From an optimization exercise on the open Yosys and OpenROAD flow, aimed at small area, a short achievable clock period and few clock cycles per item; shortcuts taken in it are not production practice. The RTL was checked by simulation tests, not by an equivalence proof against the original design.

==> run a <==
Design mac_dsp_pipe, start of the top module:
module mac_dsp_pipe #(
  parameter int A_WIDTH     = 25,
  parameter int B_WIDTH     = 18,
  parameter int ACC_WIDTH   = 48,
  parameter int PIPE_STAGES = 1
) (
  input  logic                 clk_i,
  input  logic                 rst_i,
  input  logic                 valid_i,
  output logic                 ready_o,
  input  logic [A_WIDTH-1:0]   a_i,
  input  logic [B_WIDTH-1:0]   b_i,
  input  logic                 clr_i,
  input  logic                 last_i,
  output logic                 valid_o,
  input  logic                 ready_i,
  output logic [ACC_WIDTH-1:0] acc_o,
  output logic                 ovf_o
);
==> flow/config.mk <==
export PLATFORM = sky130hd
export DESIGN_NAME = mac_dsp_pipe
export DESIGN_NICKNAME = mac_dsp_pipe
export VERILOG_FILES = /design/flow/design.v
export SDC_FILE = /design/flow/constraint.sdc
export NUM_CORES = 4
export LEC_CHECK = 0
export CAP_MARGIN = 20
export CORE_MARGIN = 2
export CORE_UTILIZATION = 60
export PLACE_DENSITY = 0.75
export SETUP_SLACK_MARGIN = 3.25
export SLEW_MARGIN = 20
==> flow/constraint.sdc <==
create_clock -name core_clock -period 7.0 [get_ports {clk_i}]
set_input_delay 1.4000 -clock core_clock [delete_from_list [all_inputs] [get_ports {clk_i}]]
set_output_delay 1.4000 -clock core_clock [all_outputs]
set_load 0.01 [all_outputs]
standard.sh (not shown) runs the stock make flow with config.mk's settings and CLKGATE_MAP_FILE= SYNTH_SCRIPT=/design/flow/synth_recipe.tcl, a recipe that flattens the netlist after the stock synthesis.
==> flow/flow/run.sh <==
#!/bin/bash
# Standard layout, with one netlist step between synthesis and floorplan: fixinv.py removes the
# inverters that Yosys leaves between full-adder cells (a full adder is self-dual, so a cell can
# compute on complemented signals instead). The new netlist is used only if ABC's cec proves it
# equivalent to the standard synthesis (registers paired by name); else the standard one is kept.
set -uo pipefail
export PATH="$FLOW_HOME/../tools/install/yosys/bin:$FLOW_HOME/../tools/install/OpenROAD/bin:$PATH"
R=orfs/results/${FLOW_PLATFORM}/mac_dsp_pipe/base
bash standard.sh synth > synth.log 2>&1 || { echo "synthesis failed"; exit 1; }
cp "$R/1_2_yosys.v" standard_synth.v
if python3 flow/fixinv.py standard_synth.v fixed_synth.v > fixinv.log 2>&1 \
   && bash flow/cec.sh standard_synth.v fixed_synth.v > cec.log 2>&1 \
   && grep -q "Networks are equivalent" cec.log; then
  echo "using the netlist with full-adder polarities fixed"
  cp fixed_synth.v "$R/1_2_yosys.v"
  touch "$R/1_2_yosys.v"
else
  echo "keeping the standard netlist"
fi
bash standard.sh > layout.log 2>&1 || { echo "layout failed"; exit 1; }
test -f out/final.def
==> flow/flow/fixinv.py <==
#!/usr/bin/env python3
"""Remove inverters around full adders in a Yosys netlist of sky130 cells.

A full adder is self-dual: FA(~a, ~b, ~c) = (~sum, ~carry). The script picks, for each fa cell,
whether it computes on complemented signals (a local search that minimises the number of
signals that then need an inverter), removes the netlist's inverters, and inserts one inverter
per signal whose complement some load needs. The function of the netlist is unchanged.
usage: fixinv.py in.v out.v
"""
import re, sys, random

src = open(sys.argv[1]).read()
OUT_PINS = {'X', 'Y', 'Q', 'Q_N', 'SUM', 'COUT', 'HI', 'LO'}
inst_re = re.compile(r'^  (sky130_fd_sc_hd__\w+) +(\S+) +\((.*?)\n  \);\n', re.S | re.M)
pin_re = re.compile(r'\.(\w+)\((.*?)\)(?:,|\s*$)', re.S)

insts = []
for m in inst_re.finditer(src):
    typ, name, body = m.group(1), m.group(2), m.group(3)
    pins = [(p, n.strip()) for p, n in pin_re.findall(body)]
    insts.append(dict(typ=typ, name=name, pins=pins, span=m.span()))
head = src[:insts[0]['span'][0]]
tail = src[insts[-1]['span'][1]:]
# the text between instances must be empty (only instances are rewritten)
for a, b in zip(insts, insts[1:]):
    assert src[a['span'][1]:b['span'][0]].strip() == '', 'unexpected text between cells'
ports = set()
for m in re.finditer(r'^\s*(input|output)\s+(\[[^\]]*\]\s*)?(\S+);', head, re.M):
    ports.add(m.group(3))
def base_net(n):
    n = n.strip()
    if n.startswith('\\'): return n.split(' ')[0]
    return re.sub(r'\[\d+\]$', '', n)
def is_port(n): return base_net(n) in ports

is_inv = lambda t: re.search(r'__(clk)?inv(lp)?_\d+$', t) is not None
is_fa = lambda t: re.search(r'__fa_\d+$', t) is not None

# single-output cells with a complementary cell of the same inputs: (cell, its output pin)
COMP = {}
for a, b in [('nand2_1', 'and2_1'), ('nor2_1', 'or2_1'), ('xor2_1', 'xnor2_1'), ('a21oi_1', 'a21o_1'),
             ('a22oi_1', 'a22o_1'), ('o21ai_1', 'o21a_1'), ('nand3_1', 'and3_1'), ('nor3_1', 'or3_1'),
             ('a211oi_1', 'a211o_1'), ('o211ai_1', 'o211a_1'), ('a31oi_1', 'a31o_1'), ('o22ai_1', 'o22a_1')]:
    COMP['sky130_fd_sc_hd__' + a] = 'sky130_fd_sc_hd__' + b
    COMP['sky130_fd_sc_hd__' + b] = 'sky130_fd_sc_hd__' + a
def outpin(t):
    return 'Y' if re.search(r'__(nand|nor|xnor|a\d+oi|o\d+ai|inv|clkinv)', t) else 'X'
driver = {}
for i, c in enumerate(insts):
    for p, n in c['pins']:
        if p in OUT_PINS:
            driver[n] = (i, p)
# removable inverters: input and output not ports
inv_ok = set()
for i, c in enumerate(insts):
    if is_inv(c['typ']):
        d = dict(c['pins'])
        if not is_port(d['Y']) and not is_port(d['A']):
            inv_ok.add(i)
def root(n):
    pol = 0
    seen = 0
    while n in driver and driver[n][0] in inv_ok:
        n = dict(insts[driver[n][0]]['pins'])['A']; pol ^= 1; seen += 1
        assert seen < 100
    return n, pol

# loads: (inst index, pin idx, root, pol)
loads = []
for i, c in enumerate(insts):
    if i in inv_ok: continue
    for k, (p, n) in enumerate(c['pins']):
        if p in OUT_PINS or not n or n.startswith("1'b"): continue
        r, pol = root(n)
        loads.append((i, k, r, pol))
# root -> loads
from collections import defaultdict
by_root = defaultdict(list)
for L in loads: by_root[L[2]].append(L)
fa_idx = [i for i, c in enumerate(insts) if is_fa(c['typ'])]
flip = defaultdict(int)
def drv_flip(r):
    d = driver.get(r)
    return flip[d[0]] if d and is_fa(insts[d[0]]['typ']) else 0
def comp_root(r):
    d = driver.get(r)
    return d is not None and insts[d[0]]['typ'] in COMP and not is_port(r)
def cost_root(r):
    if comp_root(r):
        needs = set(pol ^ flip[i] for (i, k, _, pol) in by_root[r])
        return 1 if len(needs) > 1 else 0
    ph = drv_flip(r)
    for (i, k, _, pol) in by_root[r]:
        if pol ^ flip[i] != ph: return 1
    return 0
# roots touched by each fa
touch = defaultdict(set)
for i in fa_idx:
    for p, n in insts[i]['pins']:
        if p in OUT_PINS: touch[i].add(n)
        elif n and not n.startswith("1'b"): touch[i].add(root(n)[0])
total = sum(cost_root(r) for r in by_root)
start_cost = total
random.seed(1)
for it in range(50):
    improved = False
    order = fa_idx[:]; random.shuffle(order)
    for i in order:
        before = sum(cost_root(r) for r in touch[i])
        flip[i] ^= 1
        after = sum(cost_root(r) for r in touch[i])
        if after < before or (after == before and random.random() < 0.1 and it < 25):
            total += after - before
            improved = improved or after < before
        else:
            flip[i] ^= 1
    if not improved and it >= 25: break
total = sum(cost_root(r) for r in by_root)
n_inv_before = len(inv_ok)

# rebuild
def esc(n): return n + ' ' if n.startswith('\\') else n
newpin = {}
neg_net = {}
swapped = 0
for r, Ls in by_root.items():
    if comp_root(r):
        needs = set(pol ^ flip[i] for (i, k, _, pol) in Ls)
        if needs == {1}:
            di = driver[r][0]
            c = insts[di]
            t2 = COMP[c['typ']]
            c['pins'] = [((outpin(t2) if p == outpin(c['typ']) else p), n) for p, n in c['pins']]
            c['typ'] = t2
            flip[('drv', r)] = 1
            swapped += 1
extra = []
wires = []
cnt = 0
for r, Ls in by_root.items():
    ph = drv_flip(r) ^ flip[('drv', r)]
    for (i, k, _, pol) in Ls:
        need = pol ^ flip[i]
        if need == ph:
            newpin[(i, k)] = r
        else:
            if r not in neg_net:
                nn = f"_fixinv_n{cnt}_"; cnt += 1
                neg_net[r] = nn
                wires.append(f"  wire {nn};\n")
                extra.append(f"  sky130_fd_sc_hd__inv_1 _fixinv_i{cnt}_ (\n    .A({esc(r)}),\n    .Y({nn})\n  );\n")
            newpin[(i, k)] = neg_net[r]
out = [head.replace('\nendmodule', '') if False else head]
out.extend(wires)
for i, c in enumerate(insts):
    if i in inv_ok: continue
    pins = []
    for k, (p, n) in enumerate(c['pins']):
        n2 = newpin.get((i, k), n)
        pins.append(f"    .{p}({esc(n2)})")
    out.append(f"  {c['typ']} {c['name']} (\n" + ",\n".join(pins) + "\n  );\n")
out.extend(extra)
out.append(tail)
open(sys.argv[2], 'w').write("".join(out))
sys.stderr.write(f"fixinv: {len(fa_idx)} full adders, {sum(flip[i] for i in fa_idx)} flipped; "
                 f"{swapped} cells complemented; inverters {n_inv_before} -> {len(extra)}\n")
Other scripts of this flow, unchanged in this note and not shown: flow/flow/cec.sh, flow/flow/cutff.py, flow/flow/lib2v.py
==> inputs of run b, as changes to run a <==
--- a/flow/design.v
+++ b/flow/design.v
@@ -41,15 +41,15 @@
   logic one8, two8, neg8, ppn8, e_one8, e_two8, e_neg8;
   logic [24:0] pp8;
   logic fs0, fc0, fs1, fc1, fs2, fc2, fs3, fc3, fs4, fc4, fs5, fc5, fs6, fc6, fs7, fc7, fs8, fc8, fs9, fc9, fs10, fc10, fs11, fc11, fs12, fc12, fs13, fc13, fs14, fc14, fs15, fc15, fs16, fc16, fs17, fc17, fs18, fc18, fs19, fc19, fs20, fc20, fs21, fc21, fs22, fc22, fs23, fc23, fs24, fc24, fs25, fc25, fs26, fc26, fs27, fc27, fs28, fc28, fs29, fc29, fs30, fc30, fs31, fc31, fs32, fc32, fs33, fc33, fs34, fc34, fs35, fc35, fs36, fc36, fs37, fc37, fs38, fc38, fs39, fc39, fs40, fc40, fs41, fc41, fs42, fc42, fs43, fc43, fs44, fc44, fs45, fc45, fs46, fc46, fs47, fc47, fs48, fc48, fs49, fc49, fs50, fc50, fs51, fc51, fs52, fc52, fs53, fc53, fs54, fc54, fs55, fc55, fs56, fc56, fs57, fc57, fs58, fc58, fs59, fc59, fs60, fc60, fs61, fc61, fs62, fc62, fs63, fc63, fs64, fc64, fs65, fc65, fs66, fc66, fs67, fc67, fs68, fc68, fs69, fc69, fs70, fc70, fs71, fc71, fs72, fc72, fs73, fc73, fs74, fc74, fs75, fc75, fs76, fc76, fs77, fc77, fs78, fc78, fs79, fc79, fs80, fc80, fs81, fc81, fs82, fc82, fs83, fc83, fs84, fc84, fs85, fc85, fs86, fc86, fs87, fc87, fs88, fc88, fs89, fc89, fs90, fc90, fs91, fc91, fs92, fc92, fs93, fc93, fs94, fc94, fs95, fc95, fs96, fc96, fs97, fc97, fs98, fc98, fs99, fc99, fs100, fc100, fs101, fc101, fs102, fc102, fs103, fc103, fs104, fc104, fs105, fc105, fs106, fc106, fs107, fc107, fs108, fc108, fs109, fc109, fs110, fc110, fs111, fc111, fs112, fc112, fs113, fc113, fs114, fc114, fs115, fc115, fs116, fc116, fs117, fc117, fs118, fc118, fs119, fc119, fs120, fc120, fs121, fc121, fs122, fc122, fs123, fc123, fs124, fc124, fs125, fc125, fs126, fc126, fs127, fc127, fs128, fc128, fs129, fc129, fs130, fc130, fs131, fc131, fs132, fc132, fs133, fc133, fs134, fc134, fs135, fc135, fs136, fc136, fs137, fc137, fs138, fc138, fs139, fc139, fs140, fc140, fs141, fc141, fs142, fc142, fs143, fc143, fs144, fc144, fs145, fc145, fs146, fc146, fs147, fc147, fs148, fc148, fs149, fc149, fs150, fc150, fs151, fc151, fs152, fc152, fs153, fc153, fs154, fc154, fs155, fc155, fs156, fc156, fs157, fc157, fs158, fc158, fs159, fc159, fs160, fc160, fs161, fc161, fs162, fc162, fs163, fc163, fs164, fc164, fs165, fc165, fs166, fc166, fs167, fc167, fs168, fc168, fs169, fc169, fs170, fc170, fs171, fc171, fs172, fc172, fs173, fc173, fs174, fc174, fs175, fc175, fs176, fc176, fs177, fc177, fs178, fc178, fs179, fc179, fs180, fc180, fs181, fc181, fs182, fc182, fs183, fc183, fs184, fc184, fs185, fc185, fs186, fc186, fs187, fc187, fs188, fc188, fs189, fc189, fs190, fc190, fs191, fc191, fs192, fc192, fs193, fc193, fs194, fc194, fs195, fc195, fs196, fc196, fs197, fc197, fs198, fc198, fs199, fc199;
   logic [24:0] r_a;
   logic r_v, r_clr, r_last;
   logic [8:0] r_one, r_two, r_neg;
   logic [48:0] c_x, c_y, s3, c3;
-  logic c_v, c_last, c_start;
+  logic c_v, c_last, c_start, c_start_nx;
   logic [48:0] g_f, p_f;
   assign ce      = !valid_o || ready_i;
   assign ready_o = ce;
   assign take    = valid_i && ce;
   assign bm      = {b_i, 1'b0};
   assign e_neg0 = bm[2];
   assign e_one0 = (bm[1] ^ bm[0]);
@@ -546,25 +546,26 @@
   assign fc199 = 1'b1 & pp8[24];
   assign rx = {1'b1, 1'b0, 1'b1, 1'b1, 1'b1, 1'b1, 1'b1, fc199, fc198, fc197, fc196, fc195, fc194, fc193, fc192, fc191, fc190, fc189, fc188, fc187, fc186, fc185, fc184, fc183, fc182, fc181, fc180, fc179, fc178, fc177, fc176, fc175, fc174, fc173, fc172, fc171, fc170, fc169, fc168, fc167, fc166, fc165, fc164, fc163, fc162, fc161, fs161, pp0[1], neg0};
   assign ry = {1'b0, 1'b0, 1'b0, 1'b0, 1'b0, 1'b0, 1'b0, ppn8, fs199, fs198, fs197, fs196, fs195, fs194, fs193, fs192, fs191, fs190, fs189, fs188, fs187, fs186, fs185, fs184, fs183, fs182, fs181, fs180, fs179, fs178, fs177, fs176, fs175, fs174, fs173, fs172, fs171, fs170, fs169, fs168, fs167, fs166, fs165, fs164, fs163, fs162, pp1[0], 1'b0, pp0[0]};
   always_ff @(posedge clk_i) begin
     if (rst_i) c_v <= 1'b0;
     else if (ce) c_v <= r_v;
   end
+  assign c_start_nx = r_clr || (c_v ? c_last : new_frame);
   always_ff @(posedge clk_i) begin
     if (ce) begin
-      c_start <= r_clr || (c_v ? c_last : new_frame);
+      c_start <= c_start_nx;
       c_last <= r_last;
       c_x    <= rx;
       c_y    <= ry;
     end
   end
   assign start = c_start;
   assign clear = c_v && start;
-  assign base = clear ? 48'd0 : acc;
+  assign base = start ? 48'd0 : acc;
   assign basen47 = !base[47];
   assign s3 = {1'b0, basen47, base[46:0]} ^ c_x ^ c_y;
   assign c3 = {(({1'b0, basen47, base[46:0]} & c_x) | ({1'b0, basen47, base[46:0]} & c_y) | (c_x & c_y)), 1'b0};
   assign g_f = s3 & c3;
   assign p_f = s3 ^ c3;
   wire gg_f0 = g_f[1] | (p_f[1] & g_f[0]);
   wire pg_f0 = p_f[1] & p_f[0];
==> flow/flow/run.sh (replaced) <==
#!/bin/bash
# Standard layout, with netlist steps between synthesis and floorplan: fanout.py takes out the
# synthesis buffers (the flow removes them anyway); fixinv.py removes the inverters that Yosys
# leaves between full-adder cells (a full adder is self-dual, so a cell can compute on complemented
# signals instead; single-output gates can be swapped for their complement); fanout.py then gives
# register outputs with many loads a driver (two inverters). The new netlist is used only if ABC's cec proves it
# equivalent to the standard synthesis (registers paired by name); else the standard one is kept.
set -uo pipefail
export PATH="$FLOW_HOME/../tools/install/yosys/bin:$FLOW_HOME/../tools/install/OpenROAD/bin:$PATH"
R=orfs/results/${FLOW_PLATFORM}/mac_dsp_pipe/base
# port buffers: a plain buffer instead of the delay cell buffer_ports picks by itself
export BUFFER_PORTS_ARGS="-buffer_cell sky130_fd_sc_hd__buf_1"
bash standard.sh synth > synth.log 2>&1 || { echo "synthesis failed"; exit 1; }
cp "$R/1_2_yosys.v" standard_synth.v
if python3 flow/fanout.py standard_synth.v nobuf_synth.v 0 > fanout0.log 2>&1 \
   && python3 flow/fixinv.py nobuf_synth.v inv_synth.v > fixinv.log 2>&1 \
   && python3 flow/fanout.py inv_synth.v fixed_synth.v ${FANOUT_MAX:-12} > fanout.log 2>&1 \
   && bash flow/cec.sh standard_synth.v fixed_synth.v > cec.log 2>&1 \
   && grep -q "Networks are equivalent" cec.log; then
  echo "using the netlist with full-adder polarities fixed"
  cp fixed_synth.v "$R/1_2_yosys.v"
  touch "$R/1_2_yosys.v"
else
  echo "keeping the standard netlist"
fi
bash standard.sh > layout.log 2>&1 || { echo "layout failed"; exit 1; }
test -f out/final.def
==> flow/flow/fanout.py (new file) <==
#!/usr/bin/env python3
"""Give high-fanout register outputs a driver. Buffers (which the layout flow removes anyway) are
taken out first; then every register output with more than MAX loads drives its loads through a
pair of inverters, so the register, whose cell the flow must keep, sees one small load.
usage: fanout.py in.v out.v MAX"""
import re, sys
from collections import defaultdict
src = open(sys.argv[1]).read()
MAX = int(sys.argv[3])
OUT_PINS = {'X', 'Y', 'Q', 'Q_N', 'SUM', 'COUT', 'HI', 'LO'}
inst_re = re.compile(r'^  (sky130_fd_sc_hd__\w+) +(\S+) +\((.*?)\n  \);\n', re.S | re.M)
pin_re = re.compile(r'\.(\w+)\((.*?)\)(?:,|\s*$)', re.S)
insts = []
for m in inst_re.finditer(src):
    insts.append([m.group(1), m.group(2), [(p, n.strip()) for p, n in pin_re.findall(m.group(3))], m.span()])
head = src[:insts[0][3][0]]
tail = src[insts[-1][3][1]:]
ports = set(m.group(3) for m in re.finditer(r'^\s*(input|output)\s+(\[[^\]]*\]\s*)?(\S+);', head, re.M))
def base_net(n): return n.split(' ')[0] if n.startswith('\\') else re.sub(r'\[\d+\]$', '', n)
def is_port(n): return base_net(n) in ports
def esc(n): return n + ' ' if n.startswith('\\') else n
# remove buffers whose output is not a port
alias = {}
keep = []
for c in insts:
    if re.search(r'__(clk)?buf_\d+$', c[0]):
        d = dict(c[2])
        if not is_port(d['X']):
            alias[d['X']] = d['A']
            continue
    keep.append(c)
def res(n):
    while n in alias: n = alias[n]
    return n
for c in keep:
    c[2] = [(p, n if p in OUT_PINS else res(n)) for p, n in c[2]]
loads = defaultdict(int)
for c in keep:
    for p, n in c[2]:
        if p not in OUT_PINS: loads[n] += 1
extra, wires = [], []
k = 0
for c in list(keep):
    if 'dfxtp' not in c[0]: continue
    q = dict(c[2]).get('Q')
    if MAX <= 0 or q is None or is_port(q) or loads[q] <= MAX: continue
    n1, n2 = f"_fixfo_a{k}_", f"_fixfo_b{k}_"
    wires.append(f"  wire {n1};\n  wire {n2};\n")
    for d in keep:
        if d is c: continue
        d[2] = [(p, n2 if (p not in OUT_PINS and n == q) else n) for p, n in d[2]]
    extra.append([ 'sky130_fd_sc_hd__inv_2', f"_fixfo_i{k}_", [('A', q), ('Y', n1)]])
    extra.append([ 'sky130_fd_sc_hd__inv_4', f"_fixfo_j{k}_", [('A', n1), ('Y', n2)]])
    k += 1
out = [head] + wires
for c in keep + extra:
    out.append(f"  {c[0]} {c[1]} (\n" + ",\n".join(f"    .{p}({esc(n)})" for p, n in c[2]) + "\n  );\n")
out.append(tail)
open(sys.argv[2], 'w').write("".join(out))
sys.stderr.write(f"fanout: {len(alias)} buffers removed, {k} register outputs given a driver\n")
--- a/flow/flow/fixinv.py
+++ b/flow/flow/fixinv.py
@@ -36,15 +36,16 @@
 is_inv = lambda t: re.search(r'__(clk)?inv(lp)?_\d+$', t) is not None
 is_fa = lambda t: re.search(r'__fa_\d+$', t) is not None
 
 # single-output cells with a complementary cell of the same inputs: (cell, its output pin)
 COMP = {}
 for a, b in [('nand2_1', 'and2_1'), ('nor2_1', 'or2_1'), ('xor2_1', 'xnor2_1'), ('a21oi_1', 'a21o_1'),
              ('a22oi_1', 'a22o_1'), ('o21ai_1', 'o21a_1'), ('nand3_1', 'and3_1'), ('nor3_1', 'or3_1'),
-             ('a211oi_1', 'a211o_1'), ('o211ai_1', 'o211a_1'), ('a31oi_1', 'a31o_1'), ('o22ai_1', 'o22a_1')]:
+             ('a211oi_1', 'a211o_1'), ('o211ai_1', 'o211a_1'), ('a31oi_1', 'a31o_1'), ('o22ai_1', 'o22a_1'),
+             ('nand2b_1', 'and2b_1'), ('nor2b_1', 'or2b_1'), ('o21ai_0', 'o21a_1'), ('nand4_1', 'and4_1'), ('nor4_1', 'or4_1')]:
     COMP['sky130_fd_sc_hd__' + a] = 'sky130_fd_sc_hd__' + b
     COMP['sky130_fd_sc_hd__' + b] = 'sky130_fd_sc_hd__' + a
 def outpin(t):
     return 'Y' if re.search(r'__(nand|nor|xnor|a\d+oi|o\d+ai|inv|clkinv)', t) else 'X'
 driver = {}
 for i, c in enumerate(insts):
     for p, n in c['pins']:
@@ -97,28 +98,34 @@
 touch = defaultdict(set)
 for i in fa_idx:
     for p, n in insts[i]['pins']:
         if p in OUT_PINS: touch[i].add(n)
         elif n and not n.startswith("1'b"): touch[i].add(root(n)[0])
 total = sum(cost_root(r) for r in by_root)
 start_cost = total
-random.seed(1)
-for it in range(50):
-    improved = False
-    order = fa_idx[:]; random.shuffle(order)
-    for i in order:
-        before = sum(cost_root(r) for r in touch[i])
-        flip[i] ^= 1
-        after = sum(cost_root(r) for r in touch[i])
-        if after < before or (after == before and random.random() < 0.1 and it < 25):
-            total += after - before
-            improved = improved or after < before
-        else:
+best = None
+for seed in range(1, 13):
+    random.seed(seed)
+    for i in fa_idx: flip[i] = 0 if seed % 2 else random.randint(0, 1)
+    for it in range(80):
+        improved = False
+        order = fa_idx[:]; random.shuffle(order)
+        for i in order:
+            before = sum(cost_root(r) for r in touch[i])
             flip[i] ^= 1
-    if not improved and it >= 25: break
+            after = sum(cost_root(r) for r in touch[i])
+            if after < before or (after == before and random.random() < 0.2 and it < 50):
+                improved = improved or after < before
+            else:
+                flip[i] ^= 1
+        if not improved and it >= 50: break
+    tot = sum(cost_root(r) for r in by_root)
+    if best is None or tot < best[0]:
+        best = (tot, {i: flip[i] for i in fa_idx})
+for i in fa_idx: flip[i] = best[1][i]
 total = sum(cost_root(r) for r in by_root)
 n_inv_before = len(inv_ok)
 
 # rebuild
 def esc(n): return n + ' ' if n.startswith('\\') else n
 newpin = {}
 neg_net = {}
- CAP_MARGIN: 20 -> 5
- SETUP_SLACK_MARGIN: 3.25 -> 3.2
- SLEW_MARGIN: 20 -> 5
==> reports/results.ini <==
[drt]
dr_wl_met3_microns=5500
drt-met1-wl_microns=17600

[finish]
drive_gt1_share_pct=11.7
nFillCells=2144
num-nonclk-buffers=117
bufAreaShareNonClock_pct=2.66

[die]
core_sq_mm=0.0285
num_tap_cells=384
dieArea_sq_mm=0.0302

[grt]
grt_pass1_vias=12467
grt_use_met2_pct=44.2

[power]
power_frac_clock_pct=11.6
pg_clk_mw=1.04
finalPower_mw=8.98

[status]
status=timing/DRC/antenna clean

[clocking]
cts.repair.resized=13

[timing]
setup_slack_ps=3200

[logic_synthesis]
synth_cells=1383

[end of results for run b]
==> reports/results.ini <==
[logic_synthesis]
synth_cells=1382

[drt]
drt-met1-wl_microns=18200
dr_wl_met3_microns=4970

[finish]
nFillCells=1875
drive_gt1_share_pct=14.0
num-nonclk-buffers=216
bufAreaShareNonClock_pct=10.5

[power]
finalPower_mw=11.2

[grt]
grt_use_met2_pct=46.1
grt_pass1_vias=12257

[timing]
setup_slack_ps=3140

[clocking]
cts.repair.resized=28

[die]
core_sq_mm=0.0279
num_tap_cells=378

[status]
status=timing/DRC/antenna clean

[end of results for run a]
Testbench counts of run a, summed over its fixed seeds: cycles 16,090, samples 16,066.
Testbench counts of run b, summed over its fixed seeds: cycles 16,090, samples 16,066.

## re-timing with driven ports
How much do the figures lean on ideal ports? The routed layouts below were timed once more, with nothing changed but the port constraints. Step 1 assumes that a clkbuf_16 drives the clock port and a buf_2 every other input. Step 2 times the ports against the registers' clock, not the clock port: input delays grow and output delays shrink by t, the midpoint of the rising clock arrivals with the driver on. Three values: ideal, step 1, step 2; two values: the first two.
| run | t, ns | slack for setup (ns) | worst register clock-pin slew, ns |
|---|---|---|---|
| run a | 0.500 | 3.135 / 3.135 / 2.943 | 0.08 / 0.08 |
| run b | 0.503 | 3.196 / 3.196 / 3.196 | 0.09 / 0.09 |
After both steps every run listed still meets setup and hold. For run a, which loses most, drivers alone change the setup slack by 0.000 ns; drivers and shift together by -0.192 ns.
